Source: an optimization exercise on an open RTL-to-GDS flow (aim: small area). Production flows keep margins and buffers that such runs may drop. Function was checked by simulation only, so behaviour that the tests miss may differ from the original.

## design/flow/flow/run.sh

```bash
#!/bin/bash
# The standard layout (standard.sh, standard synthesis unchanged) with two
# ORFS settings added to its config.mk:
#  - every port still gets its own buffer, but the smallest one (buf_1)
#  - clock tree synthesis inserts no dummy loads
# All tool output goes to standard_run.log (ORFS's per-step logs stay under orfs/logs).
set -u
cat >> "$FLOW_CONFIG" <<EOC
export BUFFER_PORTS_ARGS = -buffer_cell sky130_fd_sc_hd__buf_1
export CTS_ARGS = -sink_clustering_enable -repair_clock_nets -dont_use_dummy_load -buf_list {sky130_fd_sc_hd__clkbuf_8} -sink_clustering_size 16 -sink_clustering_max_diameter 50
EOC
bash standard.sh > standard_run.log 2>&1
```

## design/flow/standard.sh

```bash
#!/bin/bash
# synth_recipe.tcl (not shown) runs the flow's synth.tcl, then flattens the netlist and writes it again
# the make line also repeats each setting of config.mk as NAME=value (left out here)
make -C /OpenROAD-flow-scripts/flow DESIGN_CONFIG=/design/flow/config.mk WORK_HOME=/design/flow/orfs CLKGATE_MAP_FILE= SYNTH_SCRIPT=/design/flow/synth_recipe.tcl "${@:-finish}"
```

## design/flow/config.mk

```make
export PLATFORM = sky130hd
export DESIGN_NAME = mipsCore
export DESIGN_NICKNAME = mipsCore
export VERILOG_FILES = /design/flow/design.v
export SDC_FILE = /design/flow/constraint.sdc
export NUM_CORES = 4
export LEC_CHECK = 0
export CAP_MARGIN = 5
export CORE_MARGIN = 2
export CORE_UTILIZATION = 55
export CTS_BUF_LIST = sky130_fd_sc_hd__clkbuf_8
export CTS_CLUSTER_DIAMETER = 50
export CTS_CLUSTER_SIZE = 16
export PLACE_DENSITY_LB_ADDON = 0.1
export SETUP_SLACK_MARGIN = 0.1
export SLEW_MARGIN = 5
export SYNTH_HIERARCHICAL = 1
export BUFFER_PORTS_ARGS = -buffer_cell sky130_fd_sc_hd__buf_1
export CTS_ARGS = -sink_clustering_enable -repair_clock_nets -dont_use_dummy_load -buf_list {sky130_fd_sc_hd__clkbuf_8} -sink_clustering_size 16 -sink_clustering_max_diameter 50
```

## design/flow/constraint.sdc

```tcl
create_clock -name core_clock -period 14.0 [get_ports {clk}]
set_input_delay 2.8000 -clock core_clock [delete_from_list [all_inputs] [get_ports {clk}]]
set_output_delay 2.8000 -clock core_clock [all_outputs]
set_load 0.01 [all_outputs]
```

## design/flow/design.v

```verilog
`default_nettype none
package isaPkg;
    typedef enum logic [5:0] {
        opRtype = 6'b000000,
        opJal   = 6'b000011,
        opBeq   = 6'b000100,
        opOri   = 6'b001101,
        opLui   = 6'b001111,
        opLw    = 6'b100011,
        opSw    = 6'b101011
    } opcodeE;
    typedef enum logic [5:0] {
        functJr  = 6'b001000,
        functAdd = 6'b100000,
        functSub = 6'b100010
    } functE;
    localparam logic [4:0] regRa = 5'd31;  
    typedef struct packed {
        opcodeE     opcode;
        logic [4:0] rs;
        logic [4:0] rt;
        logic [4:0] rd;
        logic [4:0] shamt;
        functE      funct;
    } rTypeT;
    typedef struct packed {
        opcodeE      opcode;
        logic [4:0]  rs;
        logic [4:0]  rt;
        logic [15:0] imm16;
    } iTypeT;
    typedef struct packed {
        opcodeE      opcode;
        logic [25:0] index26;
    } jTypeT;
    typedef union packed {
        rTypeT rType;
        iTypeT iType;
        jTypeT jType;
    } instrU;
endpackage
`default_nettype wire
`default_nettype none
package ctrlPkg;
    localparam int wbAlu  = 0;
    localparam int wbMem  = 1;
    localparam int wbLink = 2;
endpackage
`default_nettype wire
`timescale 1ns/1ps
`default_nettype none
module instrDecoder (
    input  logic [31:0] instr,
    output logic        isJr,
    output logic        isBeq,
    output logic        isSw,
    output logic        isJal,
    output logic        regWrite,
    output logic        useImm,    
    output logic        subOp,     
    output logic        orOp,      
    output logic        isLui,     
    output logic        dstRt,     
    output logic [2:0]  wbSel      
);
    logic [5:0] op;
    logic [5:0] funct;
    logic       isR, isAdd, isSub, isOri, isLw;
    assign op    = instr[31:26];
    assign funct = instr[5:0];
    assign isR   = (op == 6'b000000);
    assign isAdd = isR && (funct == 6'b100000);
    assign isSub = isR && (funct == 6'b100010);
    assign isJr  = isR && (funct == 6'b001000);
    assign isOri = (op == 6'b001101);
    assign isLui = (op == 6'b001111);
    assign isLw  = (op == 6'b100011);
    assign isSw  = (op == 6'b101011);
    assign isBeq = (op == 6'b000100);
    assign isJal = (op == 6'b000011);
    assign regWrite = isAdd || isSub || isOri || isLui || isLw || isJal;
    assign useImm = isLw || isSw;
    assign subOp  = isSub || isBeq;
    assign orOp   = isOri || isLui;
    assign dstRt  = isOri || isLui || isLw;
    assign wbSel[ctrlPkg::wbAlu]  = !isLw && !isJal;
    assign wbSel[ctrlPkg::wbMem]  = isLw;
    assign wbSel[ctrlPkg::wbLink] = isJal;
endmodule
`default_nettype wire
`timescale 1ns/1ps
`default_nettype none
module addBK #(
    parameter int W = 32,
    parameter int L = 5     
) (
    input  logic [W-1:0] a,
    input  logic [W-1:0] b,
    input  logic         cin,
    output logic [W-1:0] s
);
    logic [W-1:0] g, p;
    logic [W-1:0] gl [0:2*L-1];
    logic [W-1:0] pl [0:2*L-1];
    assign g = a & b;
    assign p = a ^ b;
    always_comb begin
        gl[0] = g;
        gl[0][0] = g[0] | (p[0] & cin);
        pl[0] = p;
        for (int l = 1; l <= L; l++) begin
            gl[l] = gl[l-1];
            pl[l] = pl[l-1];
            for (int i = 0; i < W; i++) begin
                if (((i + 1) % (1 << l)) == 0) begin
                    gl[l][i] = gl[l-1][i] | (pl[l-1][i] & gl[l-1][i - (1 << (l-1))]);
                    pl[l][i] = pl[l-1][i] & pl[l-1][i - (1 << (l-1))];
                end
            end
        end
        for (int l = L - 1; l >= 1; l--) begin
            gl[2*L-l] = gl[2*L-l-1];
            pl[2*L-l] = pl[2*L-l-1];
            for (int i = 0; i < W; i++) begin
                if (((i + 1) % (1 << l)) == (1 << (l-1)) && i >= (1 << l)) begin
                    gl[2*L-l][i] = gl[2*L-l-1][i] | (pl[2*L-l-1][i] & gl[2*L-l-1][i - (1 << (l-1))]);
                    pl[2*L-l][i] = pl[2*L-l-1][i] & pl[2*L-l-1][i - (1 << (l-1))];
                end
            end
        end
    end
    assign s = p ^ {gl[2*L-1][W-2:0], cin};
endmodule
module aluUnit (
    input  logic [31:0] rsData,
    input  logic [31:0] rtData,
    input  logic [15:0] imm,
    input  logic        useImm,
    input  logic        subOp,
    input  logic        orOp,
    input  logic        isLui,
    output logic [31:0] result,
    output logic        zero
);
    logic [31:0] opB;
    logic [31:0] sum;
    logic [31:0] orRes;
    assign opB = useImm ? {{16{imm[15]}}, imm} : (rtData ^ {32{subOp}});
    addBK #(.W(32)) uAdd (.a(rsData), .b(opB), .cin(subOp), .s(sum));
    assign orRes  = rsData | (isLui ? {imm, 16'h0000} : {16'h0000, imm});
    assign result = orOp ? orRes : sum;
    assign zero = ~|sum;
endmodule
`default_nettype wire
`timescale 1ns/1ps
`default_nettype none
module rfBitMux (
    input  logic s,
    input  logic sN,
    input  logic w,
    input  logic q,
    output logic d
);
    assign d = (s & w) | (sN & q);
endmodule
module rfRow (
    input  logic        clk,
    input  logic        s,
    input  logic        sN,
    input  logic [31:0] w,
    output logic [31:0] q
);
    logic [31:0] d;
    for (genvar b = 0; b < 32; b++) begin : gBit
        rfBitMux uMux (.s(s), .sN(sN), .w(w[b]), .q(q[b]), .d(d[b]));
    end
    always_ff @(posedge clk) begin
        q <= d;
    end
endmodule
module rfSel3 (
    input  logic [2:0] s,
    input  logic [2:0] d,
    output logic       yN
);
    assign yN = ~|(s & d);
endmodule
module rfReadBit (
    input  logic [31:1] sel,
    input  logic [31:1] d,
    output logic        y
);
    logic [10:0] partN;
    for (genvar g = 0; g < 10; g++) begin : gSel
        rfSel3 uSel (.s(sel[3*g+3:3*g+1]), .d(d[3*g+3:3*g+1]), .yN(partN[g]));
    end
    assign partN[10] = ~(sel[31] & d[31]);
    assign y = ~&partN;
endmodule
module regFile (
    input  logic        clk,
    input  logic        arstN,
    input  logic [4:0]  rsAddr,
    input  logic [4:0]  rtAddr,
    output logic [31:0] rsData,
    output logic [31:0] rtData,
    input  logic        we,
    input  logic [4:0]  waddr,
    input  logic [31:0] wdata
);
    logic [31:1] valid;
    logic [31:1] wsel;
    logic [31:1] rsSel;
    logic [31:1] rtSel;
    logic [31:0] regs [1:31];
    for (genvar i = 1; i < 32; i++) begin : gRow
        assign wsel[i]  = we && (waddr == i);
        assign rsSel[i] = valid[i] && (rsAddr == i);
        assign rtSel[i] = valid[i] && (rtAddr == i);
        always_ff @(posedge clk or negedge arstN) begin
            if (!arstN)       valid[i] <= 1'b0;
            else if (wsel[i]) valid[i] <= 1'b1;
        end
        rfRow uRow (.clk(clk), .s(wsel[i]), .sN(~wsel[i]), .w(wdata), .q(regs[i]));
    end
    for (genvar b = 0; b < 32; b++) begin : gBit
        logic [31:1] col;
        for (genvar i = 1; i < 32; i++) begin : gCol
            assign col[i] = regs[i][b];
        end
        rfReadBit uRs (.sel(rsSel), .d(col), .y(rsData[b]));
        rfReadBit uRt (.sel(rtSel), .d(col), .y(rtData[b]));
    end
endmodule
`default_nettype wire
`timescale 1ns/1ps
`default_nettype none
module pcUnit #(
    parameter logic [31:0] RESET_PC = 32'h0000_3000
) (
    input  logic        clk,
    input  logic        arstN,
    input  logic [31:0] instr,
    input  logic        isJr,
    input  logic        isJal,
    input  logic        takeBr,
    input  logic [31:0] rsData,
    output logic [31:0] pc,
    output logic [31:0] linkAddr
);
    logic [31:0] pcPlus4;
    logic [31:0] branchTarget;
    logic [31:0] jumpTarget;
    logic [31:0] nextPc;
    logic        selSeq;
    assign pcPlus4      = {pc[31:2] + 30'd1, pc[1:0]};
    addBK #(.W(30)) uBrAdd (
        .a   (pc[31:2]),
        .b   ({{14{instr[15]}}, instr[15:0]}),
        .cin (1'b1),
        .s   (branchTarget[31:2])
    );
    assign branchTarget[1:0] = pc[1:0];
    assign jumpTarget   = {pcPlus4[31:28], instr[25:0], 2'b00};
    assign linkAddr     = pcPlus4;
    assign selSeq = !(isJr || isJal || takeBr);
    assign nextPc = ({32{isJr}}   & rsData)
                  | ({32{isJal}}  & jumpTarget)
                  | ({32{takeBr}} & branchTarget)
                  | ({32{selSeq}} & pcPlus4);
    always_ff @(posedge clk or negedge arstN) begin
        if (!arstN) pc <= RESET_PC;
        else        pc <= nextPc;
    end
endmodule
`default_nettype wire
`timescale 1ns/1ps
`default_nettype none
module resultSelect (
    input  logic [2:0]  wbSel,
    input  logic [31:0] aluResult,
    input  logic [31:0] memRdata,
    input  logic [31:0] linkAddr,
    output logic [31:0] wdata
);
    assign wdata = ({32{wbSel[ctrlPkg::wbAlu]}}  & aluResult)
                 | ({32{wbSel[ctrlPkg::wbMem]}}  & memRdata)
                 | ({32{wbSel[ctrlPkg::wbLink]}} & linkAddr);  
endmodule
`default_nettype wire
`timescale 1ns/1ps
`default_nettype none
module mipsCore #(
    parameter logic [31:0] RESET_PC = 32'h0000_3000
) (
    input  logic          clk,
    input  logic          arstN,
    output logic [31:0]   pc,
    input  logic [31:0]   instr,
    output logic [31:0]   memAddr,
    output logic [31:0]   memWdata,
    output logic          memWe,
    input  logic [31:0]   memRdata,
    output logic          regWe,
    output logic [4:0]    regWaddr,
    output logic [31:0]   regWdata
);
    logic [31:0] rsData;
    logic [31:0] rtData;
    logic [31:0] aluResult;
    logic        zero;
    logic        isJr, isBeq, isSw, isJal, isLui;
    logic        regWrite;
    logic        useImm, subOp, orOp, dstRt;
    logic [2:0]  wbSel;
    logic [31:0] linkAddr;
    instrDecoder uDecoder (
        .instr    (instr),
        .isJr     (isJr),
        .isBeq    (isBeq),
        .isSw     (isSw),
        .isJal    (isJal),
        .regWrite (regWrite),
        .useImm   (useImm),
        .subOp    (subOp),
        .orOp     (orOp),
        .isLui    (isLui),
        .dstRt    (dstRt),
        .wbSel    (wbSel)
    );
    assign regWaddr = isJal ? 5'd31 : (dstRt ? instr[20:16] : instr[15:11]);
    assign regWe    = regWrite && (regWaddr != 5'd0) && arstN;
    assign memWe    = isSw && arstN;
    assign memAddr  = aluResult;
    assign memWdata = rtData;
    regFile uRegFile (
        .clk    (clk),
        .arstN  (arstN),
        .rsAddr (instr[25:21]),
        .rtAddr (instr[20:16]),
        .rsData (rsData),
        .rtData (rtData),
        .we     (regWe),
        .waddr  (regWaddr),
        .wdata  (regWdata)
    );
    aluUnit uAlu (
        .rsData (rsData),
        .rtData (rtData),
        .imm    (instr[15:0]),
        .useImm (useImm),
        .subOp  (subOp),
        .orOp   (orOp),
        .isLui  (isLui),
        .result (aluResult),
        .zero   (zero)
    );
    resultSelect uResult (
        .wbSel     (wbSel),
        .aluResult (aluResult),
        .memRdata  (memRdata),
        .linkAddr  (linkAddr),
        .wdata     (regWdata)
    );
    pcUnit #(
        .RESET_PC (RESET_PC)
    ) uPc (
        .clk      (clk),
        .arstN    (arstN),
        .instr    (instr),
        .isJr     (isJr),
        .isJal    (isJal),
        .takeBr   (isBeq && zero),
        .rsData   (rsData),
        .pc       (pc),
        .linkAddr (linkAddr)
    );
endmodule
`default_nettype wire
```

==> reports/results.ini <==
[finish]
final-seq-area_sq_mm=0.02144
layout-drive-gt1-share_pct=7.955
final_design_area_no_fill_sq_mm=0.05015
multi_input_area_sq_mm=0.02357
layout.nets=4543
fill_cells=6931
fin_util_pct=61.18
area_delta_synth_final_pct=10.16

[yosys]
synth_area_leader_cell=dfxtp_1
ys_warn_count=16
ys_seq_elements=1055
synthArstFlopShare_pct=5.972
synth-seq-area-share_pct=47.09
synth_top_area_share_pct=43.62
syn_area_per_cell_sq_um=11.41
synth_ff_type=dfxtp_1
synthDistinctLibCells=83
synth-edff-count=0
syn-num-nets=4143
netlist_area_sq_mm=0.04553
synth.area.top_cells=dfxtp_1 (44%), a22o_1 (19%), a222oi_1 (15%), dfrtp_1 (3.4%), nand4_1 (2.0%)
syn_inst=3989

[placed_design]
place_area_sq_mm=0.04872
io_buffer_count=200
place_congestion=1.042
dp_hpwl_microns=145400

[route]
vias=47194
routed_wl_microns=230300
drtIter0Drc=15099
routedWlPerCell_microns=42.16
route.detailed.drc=0
dr.pass1.iters=19
via_per_inst=8.639
drtAntennaViolNets=0

[grt]
track_usage_pct=51.19
antenna_found_initial=8
grt_pass1_wl_microns=317900
grt_max_degree=67
overflow=0
grt_pass1_vias=42358

[critical_path]
rr_endpoint=uPc.pc[14]$_DFF_PN0_
slowest_delay_ns=1.26
cp-start-kind=input port
path_buf_inv=4
reg2reg_from=uRegFile.valid[25]$_DFFE_PN0P_
slowest_stage=a222oi_1
critical_path.max_fanout=20
crit_chain=buf_1 > nor2_1 > and3_1 > buf_4 > a222oi_1 > nand4_1 > a2111o_1 > xnor2_1 > o21ai_1 > fa_1 > a211o_1 > a211oi_2 > o32a_2 > nand3b_2 > a21oi_1 > nand2_1 > fa_1 > xor2_1 > nor2_1 > a21oi_1 > a222oi_1 > inv_1 > buf_1
rr_worst_depth=24
crit_family=compound AO/OA/AOI/OAI gates
endpoint_kind=output pin
cp.arrival_ns=10.50
cp.required_ns=11.20
critical_path_class=input port to output pin
reg2reg_setup_slack_ns=6.09

[power_and_ir_drop]
peakVddDrop_v=0.00008868
power_w=0.005420
p_leak_nw=19.88
power_density_mw_per_mm2=108.1

[cts]
clkLatencyLatePin_ns=0.81
cts_root_buf=clkbuf_8
cts_tree=yes
htreeDepth=3
clkSinkCount=1055
postCtsSetupBuffers=0
holdBufCountCts=0
cts_buffers=103
cts-resized-gates=0
clock_path_buffers=3
cts.clk_slew.worst_paths_ns=0.07

[sta]
tns_ns=0
period_share_pct=95.00
worstMarginPinSlew_ns=1.467
skew_ns=0.1552
setup_viol=0
min_period_ns=13.30
slew_viol_final=0
hold_viol=0
slew-limit-headroom_pct=2.202
rsz0062_at_grt=no
max_freq_mhz=75.19

[die]
design.die.area_sq_mm=0.08509
row_count=105
die_y_microns=291.7
core_area_sq_mm=0.08198
initial_core_util_pct=55.54
chipWidth_microns=291.7
io_pins=201

[worst_hold_path]
hold_depth=1
hp-class=register to register
worstHoldStart=uRegFile.valid[31]$_DFFE_PN0P_
hold_end=uRegFile.valid[31]$_DFFE_PN0P_

[run]
max_cap_violations=0

[outcome]
status=timing/DRC/antenna clean

-- worst max path at each step --
stage / start / to / depth (start not counted)
3_3_place_gp: instr[16] / regWdata[26] / 25
5_1_grt: instr[17] / regWdata[23] / 23
2_1_floorplan: instr[20] / regWdata[19] / 23
3_5_place_dp: instr[16] / regWdata[26] / 25
4_1_cts: instr[16] / regWdata[26] / 25
6_report: instr[17] / regWdata[23] / 23
-- flip-flops by register name, indices dropped and copies added (netlist names) --
signal                cells
uRegFile.gRow.uRow.q    992
uPc.pc                   32
uRegFile.valid           31
-- report_power, final --
group	switching [W]	total, W	internal [W]
Combinational	0.000381	0.000570	0.000188
Sequential	0.0000971	0.00316	0.00306
Clock	0.00104	0.00169	0.000651
Total	0.00152	0.00542	0.00390
-- stage by stage --
| step | cells | hold slack (ns) | setup slack (ns) |
|---|---|---|---|
| 6_report | 5463 | 0.4853 | 0.7000 |
| 5_1_grt | 5458 | 0.5061 | 0.8301 |
| 4_1_cts | 5457 | 0.4786 | 1.355 |
| 3_5_place_dp | 5354 | 0.4604 | 1.370 |
| 3_3_place_gp | 5354 | 0.4666 | 1.436 |
| 2_1_floorplan | 3989 | 0.4332 | 3.228 |
-- modules after synthesis, one instance, submodules excluded, a selection --
module | cell area, sq um | flip-flops and latches
aluUnit | 1222 | 0
instrDecoder | 161.4 | 0
mipsCore | 131.4 | 0
regFile | 2176 | 31
resultSelect | 504.2 | 0
rfBitMux | 8.758 | 0
rfReadBit | 27.53 | 0
rfRow | 640.6 | 32
rfSel3 | 10.01 | 0
-- synthesized netlist by cell type, drive strengths merged (55+ instances only) --
| cell type | n |
|---|---|
| nand2 | 154 |
| ha | 55 |
| a21oi | 89 |
| nand4 | 145 |
| inv | 92 |
| a22o | 1011 |
| dfrtp | 61 |
| and3 | 74 |
| a2111o | 64 |
| a222oi | 681 |
| dfxtp | 992 |
| nor2 | 125 |
-- layout make-up --
class,count,share of cell area (%)
multi-input cells,2771,47.00
clock buffers,103,2.827
inverters,92,0.6886
flip-flops and latches,1055,42.75
repair buffers,366,4.042
well taps,1070,2.669
diodes,6,0.02994
-- per-layer routing --
metal,global-route usage (%),vias to the layer above,part of all wire [%]
li1,-,18477,-
met1,65.61,22556,35
met2,67.96,5043,38
met3,24.19,1108,19
met4,33.40,10,8.5
met5,1.248,-,0.090
-- cell families after synthesis --
logic type                 after synthesis  share of synthesized area [%]
AOI/OAI and AO/OA                     1983                          39.33
xor gates and xnor gates                91                          1.751
adders and majority gates               88                          2.963
buffers and inverters                  163                          1.734
DFF                                   1055                          47.09
other                                    1                       0.008237
and+or+nand+nor                        608                          7.123
-- cell usage in the layout, fill, tap and decap left out, types with 56 or more instances in the layout --
cell type / n
a21oi_1: 88
buf_1: 198
a2111o_1: 64
nand2_1: 154
nor2_1: 90
dfrtp_1: 61
clkbuf_8: 103
nand4_1: 143
dfxtp_1: 992
a222oi_1: 681
inv_1: 91
buf_4: 164
and3_1: 56
a22o_1: 1011
-- worst reg2reg max path, stage by stage, from the launching register on --
cell and delay, ns:
dfrtp_1 0.43, and3_1 0.45, buf_4 0.41, a222oi_1 0.40
nand4_1 0.55, a2111o_1 0.61, xnor2_1 0.16, o21ai_1 0.11
fa_1 0.48, a211o_1 0.31, a211oi_2 0.32, o32a_2 0.25
nand3b_2 0.14, a21oi_1 0.17, nand2_1 0.11, fa_1 0.39
xor2_1 0.19, nor4_1 0.50, nand4_1 0.35, nor2_1 0.17
and2_1 0.13, buf_4 0.36, nor3_2 0.08, buf_4 0.27
a221o_1 0.38

[re-timing with driven ports]
The results above use ideal ports. As a check the final layout listed here was re-extracted and re-timed, cells and wires unchanged. Step 1 sets driving cells, clkbuf_16 on the clock port and buf_2 on the other inputs (assumed; they add their load-dependent delay and slew). Step 2 adds t to the input delays and takes it off the output delays; t is the mean of the earliest and latest rising clock arrival at the registers after step 1. Input paths then give back, and output paths get back, about the clock's delay inside the block. Slacks: no drivers / after step 1 / after step 2; pairs: no drivers / after step 1.
t, ns: 0.804
slack for setup (ns): 0.700 / 0.674 / 0.674
worst setup path at the end: input to output
latest minus earliest clock arrival (ns): 0.156 / 0.156
After both steps this run still meets setup and hold. The setup slack of this run moves by -0.026 ns with the drivers and by -0.026 ns with both steps.
